From an optimization exercise on the open Yosys and OpenROAD flow, aimed at a short achievable clock period and few clock cycles per item; shortcuts taken in it are not production practice. RTL that was checked went through simulation tests only; none was proved equivalent to the original. The clock port is modelled as an ideal driver, which makes a skipped or thinned clock tree look cheaper than it is; a real chip needs a root buffer or a tree. Power figures rest on the tool's default switching activity, not on a simulated workload.

==> module stream_skid_buffer, before the edit <==
module stream_skid_buffer
#(
  parameter int W = 33
) (
  input  logic         clk_i,
  input  logic         rst_i,
  input  logic [W-1:0] up_data,
  input  logic         up_valid,
  output logic         up_ready,
  output logic [W-1:0] dn_data,
  output logic         dn_valid,
  input  logic         dn_ready
);
  logic [W-1:0] main_data_q, skid_data_q;
  logic         main_valid_q, skid_valid_q;
  logic         ready_q, busy_q;
  logic         up_fire;
  logic         dn_free;
  logic         skid_valid_d;
  assign up_fire = up_valid && !busy_q;
  assign dn_free = !main_valid_q || dn_ready;
  assign skid_valid_d = dn_free ? 1'b0 : (skid_valid_q || up_fire);
  always_ff @(posedge clk_i) begin
    if (rst_i) begin
      main_valid_q <= 1'b0;
      skid_valid_q <= 1'b0;
      ready_q      <= 1'b0;
      busy_q       <= 1'b1;
    end else begin
      if (dn_free) begin
        main_valid_q <= skid_valid_q || up_fire;
      end
      skid_valid_q <= skid_valid_d;
      ready_q      <= !skid_valid_d;
      busy_q       <= skid_valid_d;
    end
  end
  always_ff @(posedge clk_i) begin
    if (dn_free) begin
      main_data_q <= skid_valid_q ? skid_data_q : up_data;
    end
    if (!skid_valid_q) begin
      skid_data_q <= up_data;
    end
  end
  assign up_ready = ready_q;
  assign dn_data  = main_data_q;
  assign dn_valid = main_valid_q;
endmodule
==> module dll_tx_top, before the edit <==
module dll_tx_top
#(
  parameter dll_tx_pkg::seq_num_t SEQ_INIT = '0
) (
  input  logic         clk_i,
  input  logic         rst_i,
  input  dll_tx_pkg::dword_t       s_tdata_i,
  input  logic         s_tvalid_i,
  input  logic         s_tlast_i,
  output logic         s_tready_o,
  output dll_tx_pkg::dword_t       m_tdata_o,
  output dll_tx_pkg::keep_t        m_tkeep_o,
  output logic         m_tvalid_o,
  output logic         m_tlast_o,
  input  logic         m_tready_i,
  output dll_tx_pkg::seq_num_t     seq_num_o,
  input  logic         update_fc_i,
  input  dll_tx_pkg::hdr_credit_t  fc_ph_i,
  input  dll_tx_pkg::hdr_credit_t  fc_nph_i,
  input  dll_tx_pkg::hdr_credit_t  fc_cplh_i,
  input  dll_tx_pkg::data_credit_t fc_pd_i,
  input  dll_tx_pkg::data_credit_t fc_npd_i,
  input  dll_tx_pkg::data_credit_t fc_cpld_i
);
  dll_tx_pkg::dword_t in_data,  out_data;
  logic   in_valid, out_valid;
  logic   in_last,  out_last;
  logic   in_ready, out_ready;
  logic   m_khi2, m_khi3;
  dll_tx_pkg::dword_t hdr_dw0;
  logic   take, room;
  dll_tx_pkg::seq_num_t oseq_q, oseq_hold_n_q;
  logic   oseq_inc;
  stream_skid_buffer #(.W(33)) in_buf_i (
    .clk_i    (clk_i),
    .rst_i    (rst_i),
    .up_data  ({s_tlast_i, s_tdata_i}),
    .up_valid (s_tvalid_i),
    .up_ready (s_tready_o),
    .dn_data  ({in_last, in_data}),
    .dn_valid (in_valid),
    .dn_ready (in_ready)
  );
  tlp_framer #(.SEQ_INIT(SEQ_INIT)) tlp_framer_i (
    .clk_i     (clk_i),
    .rst_i     (rst_i),
    .in_data   (in_data),
    .in_valid  (in_valid),
    .in_last   (in_last),
    .in_ready  (in_ready),
    .out_data  (out_data),
    .out_valid (out_valid),
    .out_last  (out_last),
    .out_ready (out_ready),
    .hdr_dw0_o (hdr_dw0),
    .take_o    (take),
    .room_i    (room)
  );
  fc_credit_gate fc_credit_gate_i (
    .clk_i       (clk_i),
    .rst_i       (rst_i),
    .update_fc_i (update_fc_i),
    .fc_ph_i     (fc_ph_i),
    .fc_nph_i    (fc_nph_i),
    .fc_cplh_i   (fc_cplh_i),
    .fc_pd_i     (fc_pd_i),
    .fc_npd_i    (fc_npd_i),
    .fc_cpld_i   (fc_cpld_i),
    .hdr_dw0_i   (hdr_dw0),
    .take_i      (take),
    .room_o      (room)
  );
  stream_out_buffer #(.W(35)) out_buf_i (
    .clk_i    (clk_i),
    .rst_i    (rst_i),
    .up_data  ({!out_last, !out_last, out_last, out_data}),
    .up_valid (out_valid),
    .up_ready (out_ready),
    .dn_data  ({m_khi3, m_khi2, m_tlast_o, m_tdata_o}),
    .dn_valid (m_tvalid_o),
    .dn_ready (m_tready_i)
  );
  assign m_tkeep_o = {m_khi3, m_khi2, 2'b11};
  assign oseq_inc = out_valid && out_ready && out_last;
  always_ff @(posedge clk_i) begin
    if (rst_i) begin
      oseq_q        <= SEQ_INIT;
      oseq_hold_n_q <= ~SEQ_INIT;
    end else begin
      oseq_q        <= ~oseq_hold_n_q + dll_tx_pkg::seq_num_t'(oseq_inc);
      oseq_hold_n_q <= oseq_hold_n_q - dll_tx_pkg::seq_num_t'(oseq_inc);
    end
  end
  assign seq_num_o = oseq_q;
endmodule
clock: 5.5 ns
lec_check: 0
cap_margin: 20
core_margin: 2
core_utilization: 40
place_density: 0.6
setup_slack_margin: 3.6
slew_margin: 20
standard.sh (not shown) runs the stock make flow with config.mk's settings and CLKGATE_MAP_FILE= SYNTH_SCRIPT=/design/flow/synth_recipe.tcl, a recipe that flattens the netlist after the stock synthesis.
==> flow/flow/run.sh <==
#!/bin/bash
# Standard ORFS layout (the standard.sh), with the clock tree rebuilt
# right after CTS by clock_tree.tcl (hooked in as POST_CTS_TCL): the clock
# port drives four root buffers, each root drives eight leaf buffers, and
# each leaf drives an equal, compact group of flip-flops. Everything else,
# synthesis included, is the standard flow.
set -euo pipefail
work=$(pwd)
export POST_CTS_TCL="$work/flow/clock_tree.tcl"
bash standard.sh > "$work/standard_flow.log" 2>&1
Other scripts of this flow, unchanged in this note and not shown: flow/flow/clock_tree.tcl
Testbench counts at the start, summed over its fixed seeds: cycles 21,868, items 2,400.
Edit:
--- a/flow/design.v
+++ b/flow/design.v
@@ -43,7 +43,7 @@
   output logic         dn_valid,
   input  logic         dn_ready
 );
-  logic [W-1:0] main_data_q, skid_data_q;
+  logic [W-1:0] main_data_q, hold_data_q, skid_data_q, next_data_alt;
   logic         main_valid_q, skid_valid_q;
   logic         ready_q, busy_q;
   logic         up_fire;
@@ -52,6 +52,7 @@
   assign up_fire = up_valid && !busy_q;
   assign dn_free = !main_valid_q || dn_ready;
   assign skid_valid_d = dn_free ? 1'b0 : (skid_valid_q || up_fire);
+  assign next_data_alt = ({W{skid_valid_q}} & skid_data_q) | ({W{!skid_valid_q}} & up_data);
   always_ff @(posedge clk_i) begin
     if (rst_i) begin
       main_valid_q <= 1'b0;
@@ -68,8 +69,9 @@
     end
   end
   always_ff @(posedge clk_i) begin
+    main_data_q <= dn_free ? (skid_valid_q ? skid_data_q : up_data) : hold_data_q;
     if (dn_free) begin
-      main_data_q <= skid_valid_q ? skid_data_q : up_data;
+      hold_data_q <= next_data_alt;
     end
     if (!skid_valid_q) begin
       skid_data_q <= up_data;
@@ -595,7 +597,7 @@
   logic   m_khi2, m_khi3;
   dll_tx_pkg::dword_t hdr_dw0;
   logic   take, room;
-  dll_tx_pkg::seq_num_t oseq_q, oseq_hold_n_q;
+  dll_tx_pkg::seq_num_t oseq_q, oseq_hold_n_q, oseq_inc_q;
   logic   oseq_inc;
   stream_skid_buffer #(.W(33)) in_buf_i (
     .clk_i    (clk_i),
@@ -653,9 +655,12 @@
       oseq_q        <= SEQ_INIT;
       oseq_hold_n_q <= ~SEQ_INIT;
     end else begin
-      oseq_q        <= ~oseq_hold_n_q + dll_tx_pkg::seq_num_t'(oseq_inc);
-      oseq_hold_n_q <= oseq_hold_n_q - dll_tx_pkg::seq_num_t'(oseq_inc);
+      oseq_q        <= oseq_inc ? oseq_inc_q : ~oseq_hold_n_q;
+      oseq_hold_n_q <= oseq_inc ? ~oseq_inc_q : oseq_hold_n_q;
     end
   end
+  always_ff @(posedge clk_i) begin
+    oseq_inc_q <= ~oseq_hold_n_q + dll_tx_pkg::seq_num_t'(1);
+  end
   assign seq_num_o = oseq_q;
 endmodule
Clock power grows by about 3%.
Routed wire length grows by 6.9%.
Power grows by 6.7%.
Via count grows by 3.7%.
Setup slack is worse by 0.0081 ns.
Fmax shrinks by 0.41%.
Core utilization shrinks by 0.97 points.
Global-route usage grows by 0.24 points.
Cell area grows by 3.5%.
Critical path depth grows by 2.
Die area grows by 5.1%.
Synthesized area grows by 5.2%.
For the second run of this note, only the layout was checked, not whether the RTL still works. In every run of this note, the design's own scripts or RTL, not TritonCTS, make the clock network.

Another version of the RTL of dll_tx_top (not shown whole).
Size in the first run: ~710 flip-flops, ~150 I/O pins, roughly 0.031 mm2 of cells after synthesis.
Settings: LEC_CHECK=0, CAP_MARGIN=20, CORE_MARGIN=2, CORE_UTILIZATION=40, PLACE_DENSITY=0.6, SETUP_SLACK_MARGIN=3.6, SLEW_MARGIN=20; clock period 5.5 ns.
run.sh (not shown) runs the stock make flow with config.mk's settings and CLKGATE_MAP_FILE= SYNTH_SCRIPT=/design/flow/synth_recipe.tcl, a recipe that flattens the netlist after the stock synthesis.
Stock flow here: none of the scripts above is used.
The baseline completed without violations.
Rerun with:
--- a/flow/design.v
+++ b/flow/design.v
@@ -141,23 +141,23 @@
   input  logic         take_i,      
   output logic         room_o       
 );
   dll_tx_pkg::hdr_credit_t  hlim_q [3];
   dll_tx_pkg::hdr_credit_t  hused_q[3];
   dll_tx_pkg::data_credit_t dlim_q [3];
   dll_tx_pkg::data_credit_t dused_q[3];
   dll_tx_pkg::data_credit_t dsum_q [3];
   logic [6:0]               dlo_q  [3];         
   logic [5:0]               dhi0_q [3], dhi1_q[3];  
   dll_tx_pkg::data_credit_t dav    [3];
-  logic                     room_q, rst_q, take_q;
+  logic                     room_q, rst_q;
   logic [1:0]               gap_q;
   logic                     gap_ok;
   logic [2:0]               hneed_q, dneed_q;    
   logic                     one_q;               
   logic [7:0]               dreq_q;
   logic [2:0]               hok_q, cmp_q, nz_q;
   logic [7:0]               kind;
   logic [7:0]               len_credits;
   logic [2:0]               hneed, dneed;
   logic                     one;
   logic [5:0]               ok;
@@ -216,23 +216,22 @@
     end
   end
   always_comb begin
     for (int c = 0; c < 3; c++) begin
       ok[c]     = !hneed_q[c] || hok_q[c];
       ok[3 + c] = !dneed_q[c] || (one_q ? nz_q[c] : cmp_q[c]);
     end
   end
   assign gap_ok = gap_q == 2'd3;
   always_ff @(posedge clk_i) begin
     rst_q  <= rst_i;
-    take_q <= take_i;
     room_q <= (&ok) && gap_ok && !take_i;
   end
   always_ff @(posedge clk_i) begin
     if (rst_i) begin
       gap_q <= 2'd0;
     end else if (take_i) begin
       gap_q <= 2'd0;
     end else if (!gap_ok) begin
       gap_q <= gap_q + 2'd1;
     end
   end
@@ -247,24 +246,24 @@
     end else if (rst_q) begin
       for (int c = 0; c < 3; c++) begin
         hlim_q[c] <= '0;
         dlim_q[c] <= '0;
       end
     end
     for (int c = 0; c < 3; c++) begin
       if (rst_q) begin
         hused_q[c] <= '0;
         dused_q[c] <= '0;
       end else begin
-        if (take_q && hneed_q[c]) hused_q[c] <= hused_q[c] + dll_tx_pkg::hdr_credit_t'(1);
-        if (take_q && dneed_q[c]) dused_q[c] <= dsum_q[c];
+        if (take_i && hneed_q[c]) hused_q[c] <= hused_q[c] + dll_tx_pkg::hdr_credit_t'(1);
+        if (take_i && dneed_q[c]) dused_q[c] <= dsum_q[c];
       end
       dsum_q[c] <= add12(dused_q[c], {4'h0, dreq_q}, 1'b0);
       dlo_q[c]  <= {1'b0, dlim_q[c][5:0]} + {1'b0, ~dused_q[c][5:0]} + 7'd1;
       dhi0_q[c] <= dlim_q[c][11:6] + ~dused_q[c][11:6];
       dhi1_q[c] <= dlim_q[c][11:6] + ~dused_q[c][11:6] + 6'd1;
     end
   end
   assign room_o = room_q;
 endmodule
 `timescale 1ns/100ps
 module lcrc_dword_term
@@ -542,36 +541,36 @@
   );
   lcrc_step lcrc_step_i (
     .y_i  (y_q),
     .cy_o (cy)
   );
   lcrc_out lcrc_out_i (
     .y_i    (y_q),
     .lcrc_o (lcrc_d)
   );
   always_ff @(posedge clk_i) begin
     y0_q <= y0_d;
-    lcrc_q <= lcrc_d;
     if (consume) begin
       carry_q <= in_data[31:16];
     end
     if (adv) begin
       p1_data_q  <= word;
       p1_lo_q    <= st_lo_q;
       p1_hi_q    <= st_hi_q;
       p2_data_q  <= p1_data_q;
       p2_lo_q    <= p1_lo_q;
       p2_hi_q    <= p1_hi_q;
       p_q        <= p_d;
       q_q        <= q_d;
       pq_first_q <= first_q;
+      lcrc_q     <= lcrc_d;
       if (pq_valid_q) begin
         y_q <= (pq_first_q ? y0_q : cy) ^ p_q ^ q_q;
       end
     end
   end
   assign out_valid = p2_valid_q;
   assign out_last  = p2_hi_q;
   assign out_data  = p2_lo_q ? {lcrc_q[15:0], p2_data_q[15:0]} :
                      p2_hi_q ? {16'h0, lcrc_q[31:16]} : p2_data_q;
   assign hdr_dw0_o = in_data;
 endmodule
The changed run went through all stages and came out clean.
Total power grows by 0.45%.
Final area grows by 8.0%.
Worst setup slack gets better by 0.013 ns.
Die area grows by 1.2%.
Count of clock-buffer cells in the layout shrinks by 7.
Via count grows by 3.3%.
Non-clock buffer count grows by 101.
Cell count grows by 2.4%.
Sequential power grows by about 0.8%.
Wire length grows by 4.3%.
Sequential share of layout area shrinks by 2.5 points.
No functional check of the RTL was part of any run of this note.

Setup of job 101:
Another version of the RTL of dll_tx_top (not shown whole).
For scale: ~2600 cells after synthesis, roughly 710 flip-flops, ~32000 sq um of cells after synthesis.
## dll_tx_top
module dll_tx_top
#(
  parameter dll_tx_pkg::seq_num_t SEQ_INIT = '0
) (
  input  logic         clk_i,
  input  logic         rst_i,
  input  dll_tx_pkg::dword_t       s_tdata_i,
  input  logic         s_tvalid_i,
  input  logic         s_tlast_i,
  output logic         s_tready_o,
  output dll_tx_pkg::dword_t       m_tdata_o,
  output dll_tx_pkg::keep_t        m_tkeep_o,
  output logic         m_tvalid_o,
  output logic         m_tlast_o,
  input  logic         m_tready_i,
  output dll_tx_pkg::seq_num_t     seq_num_o,
  input  logic         update_fc_i,
  input  dll_tx_pkg::hdr_credit_t  fc_ph_i,
  input  dll_tx_pkg::hdr_credit_t  fc_nph_i,
  input  dll_tx_pkg::hdr_credit_t  fc_cplh_i,
  input  dll_tx_pkg::data_credit_t fc_pd_i,
  input  dll_tx_pkg::data_credit_t fc_npd_i,
  input  dll_tx_pkg::data_credit_t fc_cpld_i
);
  dll_tx_pkg::dword_t in_data,  out_data;
  logic   in_valid, out_valid;
  logic   in_last,  out_last;
  logic   in_ready, out_ready;
  logic   m_khi2, m_khi3;
  dll_tx_pkg::dword_t hdr_dw0;
  logic   take, room;
  dll_tx_pkg::seq_num_t oseq_q, oseq_hold_q;
  logic   oseq_inc;
  stream_skid_buffer #(.W(33)) in_buf_i (
    .clk_i    (clk_i),
    .rst_i    (rst_i),
  ...
Settings: LEC_CHECK=0, CAP_MARGIN=20, CORE_MARGIN=2, CORE_UTILIZATION=40, PLACE_DENSITY=0.6, SETUP_SLACK_MARGIN=3.6, SLEW_MARGIN=20; clock period 5.5 ns.
Job 101: PASS, flow complete, no timing, DRC or antenna violations
Modified inputs, job 102 compared to job 101
diff --git a/flow/design.v b/flow/design.v
--- a/flow/design.v
+++ b/flow/design.v
@@ -107,22 +107,22 @@
     if (rst_i) begin
       main_valid_q <= 1'b0;
       hold_valid_q <= 1'b0;
       skid_valid_q <= 1'b0;
       ready_q      <= 1'b0;
     end else begin
       main_valid_q <= dn_free ? next_valid : hold_valid_q;
-      hold_valid_q <= (dn_free && next_valid) || (!dn_free && hold_valid_q);
+      hold_valid_q <= dn_free ? next_valid : main_valid_q;
       skid_valid_q <= skid_valid_d;
       ready_q      <= !skid_valid_d;
     end
   end
   always_ff @(posedge clk_i) begin
     main_data_q <= dn_free ? next_data : hold_data_q;
-    hold_data_q <= (dn_free && !skid_valid_q) ? up_data : (dn_free ? skid_data_q : hold_data_q);
+    hold_data_q <= dn_free ? next_data : main_data_q;
     if (!skid_valid_q) begin
       skid_data_q <= up_data;
     end
   end
   assign up_ready = ready_q;
   assign dn_data  = main_data_q;
   assign dn_valid = main_valid_q;
@@ -144,18 +144,16 @@
   output logic         room_o       
 );
   dll_tx_pkg::hdr_credit_t  hlim_q [3];
   dll_tx_pkg::hdr_credit_t  hused_q[3];
   dll_tx_pkg::data_credit_t dlim_q [3];
   dll_tx_pkg::data_credit_t dused_q[3];
   dll_tx_pkg::data_credit_t dsum_q [3];
-  logic [6:0]               dlo_q  [3];         
-  logic [5:0]               dhi0_q [3], dhi1_q[3];  
-  dll_tx_pkg::data_credit_t dav    [3];
-  logic                     room_q, rst_q, take_q;
+  dll_tx_pkg::data_credit_t dav_q  [3];
+  logic                     room_q, rst_q;
   logic [1:0]               gap_q;
   logic                     gap_ok;
   logic [2:0]               hneed_q, dneed_q;    
   logic                     one_q;               
   logic [7:0]               dreq_q;
   logic [2:0]               hok_q, cmp_q, nz_q;
   logic [7:0]               kind;
@@ -197,40 +195,34 @@
       dll_tx_pkg::TK_MSG:                         hneed = 3'b001;
       dll_tx_pkg::TK_CPL:                         hneed = 3'b100;
       dll_tx_pkg::TK_CPLD:                        begin hneed = 3'b100; dneed = 3'b100; end
       default: ;
     endcase
     one = dneed[1] || len_credits == '0;
   end
-  always_comb begin
-    for (int c = 0; c < 3; c++) begin
-      dav[c] = {dlo_q[c][6] ? dhi1_q[c] : dhi0_q[c], dlo_q[c][5:0]};
-    end
-  end
   always_ff @(posedge clk_i) begin
     hneed_q <= hneed;
     dneed_q <= dneed;
     one_q   <= one;
     dreq_q  <= one ? 8'd1 : len_credits;
     for (int c = 0; c < 3; c++) begin
       hok_q[c] <= hlim_q[c] != hused_q[c];
-      cmp_q[c] <= (dav[c][11:8] != '0) || (dav[c][7:0] >= len_credits);
-      nz_q[c]  <= dav[c] != '0;
+      cmp_q[c] <= (dav_q[c][11:8] != '0) || (dav_q[c][7:0] >= len_credits);
+      nz_q[c]  <= dav_q[c] != '0;
     end
   end
   always_comb begin
     for (int c = 0; c < 3; c++) begin
       ok[c]     = !hneed_q[c] || hok_q[c];
       ok[3 + c] = !dneed_q[c] || (one_q ? nz_q[c] : cmp_q[c]);
     end
   end
   assign gap_ok = gap_q == 2'd3;
   always_ff @(posedge clk_i) begin
     rst_q  <= rst_i;
-    take_q <= take_i;
     room_q <= (&ok) && gap_ok && !take_i;
   end
   always_ff @(posedge clk_i) begin
     if (rst_i) begin
       gap_q <= 2'd0;
     end else if (take_i) begin
       gap_q <= 2'd0;
@@ -253,21 +245,19 @@
       end
     end
     for (int c = 0; c < 3; c++) begin
       if (rst_q) begin
         hused_q[c] <= '0;
         dused_q[c] <= '0;
       end else begin
-        if (take_q && hneed_q[c]) hused_q[c] <= hused_q[c] + dll_tx_pkg::hdr_credit_t'(1);
-        if (take_q && dneed_q[c]) dused_q[c] <= dsum_q[c];
+        if (take_i && hneed_q[c]) hused_q[c] <= hused_q[c] + dll_tx_pkg::hdr_credit_t'(1);
+        if (take_i && dneed_q[c]) dused_q[c] <= dsum_q[c];
       end
       dsum_q[c] <= add12(dused_q[c], {4'h0, dreq_q}, 1'b0);
-      dlo_q[c]  <= {1'b0, dlim_q[c][5:0]} + {1'b0, ~dused_q[c][5:0]} + 7'd1;
-      dhi0_q[c] <= dlim_q[c][11:6] + ~dused_q[c][11:6];
-      dhi1_q[c] <= dlim_q[c][11:6] + ~dused_q[c][11:6] + 6'd1;
+      dav_q[c]  <= add12(dlim_q[c], ~dused_q[c], 1'b1);
     end
   end
   assign room_o = room_q;
 endmodule
 `timescale 1ns/100ps
 module lcrc_dword_term
 (
@@ -548,28 +538,28 @@
   );
   lcrc_out lcrc_out_i (
     .y_i    (y_q),
     .lcrc_o (lcrc_d)
   );
   always_ff @(posedge clk_i) begin
     y0_q <= y0_d;
-    lcrc_q <= lcrc_d;
     if (consume) begin
       carry_q <= in_data[31:16];
     end
     if (adv) begin
       p1_data_q  <= word;
       p1_lo_q    <= st_lo_q;
       p1_hi_q    <= st_hi_q;
       p2_data_q  <= p1_data_q;
       p2_lo_q    <= p1_lo_q;
       p2_hi_q    <= p1_hi_q;
       p_q        <= p_d;
       q_q        <= q_d;
       pq_first_q <= first_q;
+      lcrc_q     <= lcrc_d;
       if (pq_valid_q) begin
         y_q <= (pq_first_q ? y0_q : cy) ^ p_q ^ q_q;
       end
     end
   end
   assign out_valid = p2_valid_q;
   assign out_last  = p2_hi_q;
@@ -664,12 +654,12 @@
   assign oseq_inc = out_valid && out_ready && out_last;
   always_ff @(posedge clk_i) begin
     if (rst_i) begin
       oseq_q      <= SEQ_INIT;
       oseq_hold_q <= SEQ_INIT;
     end else begin
       oseq_q      <= oseq_inc ? oseq_hold_q + dll_tx_pkg::seq_num_t'(1) : oseq_hold_q;
-      oseq_hold_q <= oseq_hold_q + dll_tx_pkg::seq_num_t'(oseq_inc);
+      oseq_hold_q <= oseq_inc ? oseq_hold_q + dll_tx_pkg::seq_num_t'(1) : oseq_q;
     end
   end
   assign seq_num_o = oseq_q;
 endmodule
==> comparison <==
- On total of plain and repair buffers excluding clock buffers: between job 102 and job 101, it ends up lower for job 101.
- Taking job 101 as the reference, in job 102 total setup buffers inserted after CTS shows an increase of about 53%; number of buffers inserted during clock tree synthesis shows a reduction of 2; synthesized cell count shows an increase of 3.9%.
- Going from job 101 to job 102, the overall routing resource usage was found to have gone up by 0.83 points.
- From job 101 to job 102 the numbers moved as follows: final area now larger, register-to-register setup slack saw a decrease, maximum clock frequency dropped about 0.4%, part of the cycle the worst path needs rose by 0.17 points.
- The higher number of global-route vias before repair came out of job 102.
- Looking at sequential share of layout area, job 102 sits 2.6 points below job 101.
- Compared with job 101, job 102 degrades worst setup slack.
- Diff job 101 -> job 102 | reported leakage power | increase of about 2.2%
No run of this note included a check of the RTL's function; only the layout flow was run.

-- static timing again, ports no longer ideal --
No port has a modelled driver above. Below, the same layouts with a new extraction and two added sets of constraints.
Step 1, drivers: a clkbuf_16 drives clk_i and a buf_2 each remaining input, both assumed.
Step 2, shift: input delay + t, output delay - t, t = (earliest + latest rising clock arrival at the registers) / 2. This alone moves slack from input paths to output paths.
Slacks: no drivers / after step 1 / after step 2; pairs: no drivers / after step 1.
| run | t (ns) | setup slack, ns | cell pins on the clock port's net |
|---|---|---|---|
| the first run of note 1 | 0.522 | 3.536 / 3.400 / 3.236 | 4 |
| the second run of note 1 | 0.522 | 3.528 / 3.425 / 3.216 | 4 |
| the first run of note 2 | 0.683 | 3.299 / 3.231 / 3.023 | 1 |
| the second run of note 2 | 0.690 | 3.311 / 3.248 / 3.013 | 1 |
| job 101 | 0.681 | 3.323 / 3.261 / 3.009 | 1 |
| job 102 | 0.683 | 3.313 / 3.252 / 2.933 | 1 |
After both steps setup and hold are still met in every run listed. For job 102, which loses most, drivers alone change the setup slack by -0.061 ns; drivers and shift together by -0.380 ns.
